Context: an optimization exercise on an open-source flow, tuned for small area and few clock cycles. The choices shown serve that exercise and are no tape-out recipe. Only simulation tests tie the RTL to the original design; equivalence was not proved. Power and IR drop assume default switching activity.

==> flow/design.v (excerpt) <==
module axi_upsize_top (
    input  logic                               m_axi_aclk,
    input  logic                               s_axi_arst,
    input  logic [axi_upsize_pkg::addr_w-1:0]  s_axi_awaddr,
    input  logic [axi_upsize_pkg::id_w-1:0]    s_axi_awid,
    input  logic [axi_upsize_pkg::len_w-1:0]   s_axi_awlen,
    input  logic [axi_upsize_pkg::size_w-1:0]  s_axi_awsize,
    input  logic                               s_axi_awvalid,
    output logic                               s_axi_awready,
    input  logic [axi_upsize_pkg::s_dw-1:0]    s_axi_wdata,
    input  logic [axi_upsize_pkg::s_kw-1:0]    s_axi_wstrb,
    input  logic                               s_axi_wlast,
    input  logic                               s_axi_wvalid,
    output logic                               s_axi_wready,
    output logic [axi_upsize_pkg::id_w-1:0]    s_axi_bid,
    output logic [axi_upsize_pkg::resp_w-1:0]  s_axi_bresp,
    output logic                               s_axi_bvalid,
    input  logic                               s_axi_bready,
    output logic [axi_upsize_pkg::addr_w-1:0]  m_axi_awaddr,
    output logic [axi_upsize_pkg::id_w-1:0]    m_axi_awid,
    output logic [axi_upsize_pkg::len_w-1:0]   m_axi_awlen,
    output logic [axi_upsize_pkg::size_w-1:0]  m_axi_awsize,
    output logic                               m_axi_awvalid,
    input  logic                               m_axi_awready,
    output logic [axi_upsize_pkg::m_dw-1:0]    m_axi_wdata,
    output logic [axi_upsize_pkg::m_kw-1:0]    m_axi_wstrb,
    output logic                               m_axi_wlast,
    output logic                               m_axi_wvalid,
    input  logic                               m_axi_wready,
    input  logic [axi_upsize_pkg::id_w-1:0]    m_axi_bid,
    input  logic [axi_upsize_pkg::resp_w-1:0]  m_axi_bresp,
    input  logic                               m_axi_bvalid,
    output logic                               m_axi_bready
);
export LEC_CHECK = 0
export ABC_AREA = 1
export CAP_MARGIN = 20
export CORE_MARGIN = 2
export CORE_UTILIZATION = 55
export CTS_CLUSTER_DIAMETER = 45
export CTS_CLUSTER_SIZE = 36
export SLEW_MARGIN = 20
create_clock -name core_clock -period 4.0 [get_ports {m_axi_aclk}]
run.sh (not shown) runs the stock make flow with config.mk's settings and CLKGATE_MAP_FILE= SYNTH_SCRIPT=/design/flow/synth_recipe.tcl, a recipe that flattens the netlist after the stock synthesis.
Testbench counts at the start, summed over its fixed seeds: cycles 2,931.
==> next run, changes <==
==> flow/flow/run.sh (new file) <==
#!/bin/bash
# Standard layout, with plain buf_1 cells as the port buffers and a clock tree
# built from larger sink clusters without dummy loads.
set -euo pipefail
export BUFFER_PORTS_ARGS="-buffer_cell sky130_fd_sc_hd__buf_1"
export CTS_ARGS="-sink_clustering_enable -repair_clock_nets -sink_clustering_size 22 -sink_clustering_max_diameter 45 -sink_clustering_buffer sky130_fd_sc_hd__clkbuf_8 -dont_use_dummy_load -buf_list sky130_fd_sc_hd__clkbuf_8"
bash standard.sh finish > standard.log 2>&1
==> flow/standard.sh (new file) <==
#!/bin/bash
# synth_recipe.tcl (not shown) runs the flow's synth.tcl, then flattens the netlist and writes it again
# the make line also repeats each setting of config.mk as NAME=value (left out here)
make -C /OpenROAD-flow-scripts/flow DESIGN_CONFIG=/design/flow/config.mk WORK_HOME=/design/flow/orfs CLKGATE_MAP_FILE= SYNTH_SCRIPT=/design/flow/synth_recipe.tcl "${@:-finish}"
- CORE_UTILIZATION: 55 -> 62
- CTS_CLUSTER_DIAMETER: 45 -> default
- CTS_CLUSTER_SIZE: 36 -> default
- PLACE_DENSITY: default -> 0.7
removed: flow/run.sh
After rerunning: The new run produced a clean layout. Sequential cell count is unchanged. Final cell count is lower by 7.1%. Clock skew is higher by 0.050 ns. Power is lower by 15%. Clock power is lower by 44%. Register-to-register slack is worse by 0.30 ns.
==> next run, changes <==
==> flow/flow/run.sh (replaced) <==
#!/bin/bash
# Standard layout, with plain buf_1 cells as the port buffers and a clock tree
# built from larger sink clusters without dummy loads.
set -euo pipefail
export BUFFER_PORTS_ARGS="-buffer_cell sky130_fd_sc_hd__buf_1"
export CTS_ARGS="-sink_clustering_enable -repair_clock_nets -sink_clustering_size 12 -sink_clustering_max_diameter 30 -sink_clustering_buffer sky130_fd_sc_hd__clkbuf_4 -dont_use_dummy_load"
bash standard.sh finish > standard.log 2>&1
- CORE_UTILIZATION: 62 -> 68
- PLACE_DENSITY: 0.7 -> 0.75
After rerunning:
- sequential share of layout area falls by 0.88 points
- combinational power shrinks by about 0.9%
- worst setup slack got worse by 0.053 ns
- total power climbs by 4.7%
- synthesized area is unchanged
- fmax goes down by 1.6%
- clock-buffer cell count climbs by 178
- utilization is higher by 7.5 points
- sequential power stays flat
- die area is lower by 8.7%
==> next run, changes <==
==> flow/run.sh (new file) <==
#!/bin/bash
# synth_recipe.tcl (not shown) runs the flow's synth.tcl, then flattens the netlist and writes it again
# the make line also repeats each setting of config.mk as NAME=value (left out here)
make -C /OpenROAD-flow-scripts/flow DESIGN_CONFIG=/design/flow/config.mk WORK_HOME=/design/flow/orfs CLKGATE_MAP_FILE= SYNTH_SCRIPT=/design/flow/synth_recipe.tcl finish
- ABC_AREA: 1 -> default
- CORE_UTILIZATION: 68 -> 55
- CTS_BUF_LIST: default -> sky130_fd_sc_hd__clkbuf_8
- CTS_CLUSTER_SIZE: default -> 25
- PLACE_DENSITY: 0.75 -> default
removed: flow/flow/run.sh
removed: flow/standard.sh
The new run completed with no timing, DRC or antenna violations.
Non-clock buffer count is higher by 23.
Final cell count increases by a little under a tenth.
Clock-buffer cell count is higher by 33.
Utilization falls by 11 points.

re-timing with driven ports:
No port has a modelled driver above. Below, the same layouts with a new extraction and two added sets of constraints. Step 1 (the two cells are an assumption about what drives the block):
set clk [get_ports {m_axi_aclk}]
set_driving_cell -lib_cell sky130_fd_sc_hd__clkbuf_16 $clk
set_driving_cell -lib_cell sky130_fd_sc_hd__buf_2 [delete_from_list [all_inputs] $clk]
Step 2, shift: input delay + t, output delay - t, t = (earliest + latest rising clock arrival at the registers) / 2. This alone moves slack from input paths to output paths. Three values: no drivers, after step 1, after step 2; two values: the first two.
run	t (ns)	slack for setup (ns)	worst hold slack (ns)	clock arrival spread, ns	worst register clock-pin slew, ns
the first run	0.855	0.488 / 0.413 / 0.416	0.400 / 0.400 / 0.400	0.038 / 0.039	0.09 / 0.09
the second run	0.895	0.762 / 0.762 / 0.661	0.130 / 0.093 / 0.356	0.112 / 0.112	0.12 / 0.12
the third run	0.879	0.710 / 0.639 / 0.705	0.065 / 0.021 / 0.364	0.100 / 0.100	0.12 / 0.12
the fourth run	1.042	0.336 / 0.265 / 0.352	0.222 / 0.176 / 0.363	0.088 / 0.088	0.07 / 0.07
After both steps setup and hold are still met in every run listed. The setup slack of the second run, which loses most, moves by 0.000 ns with the drivers and by -0.101 ns with both steps.
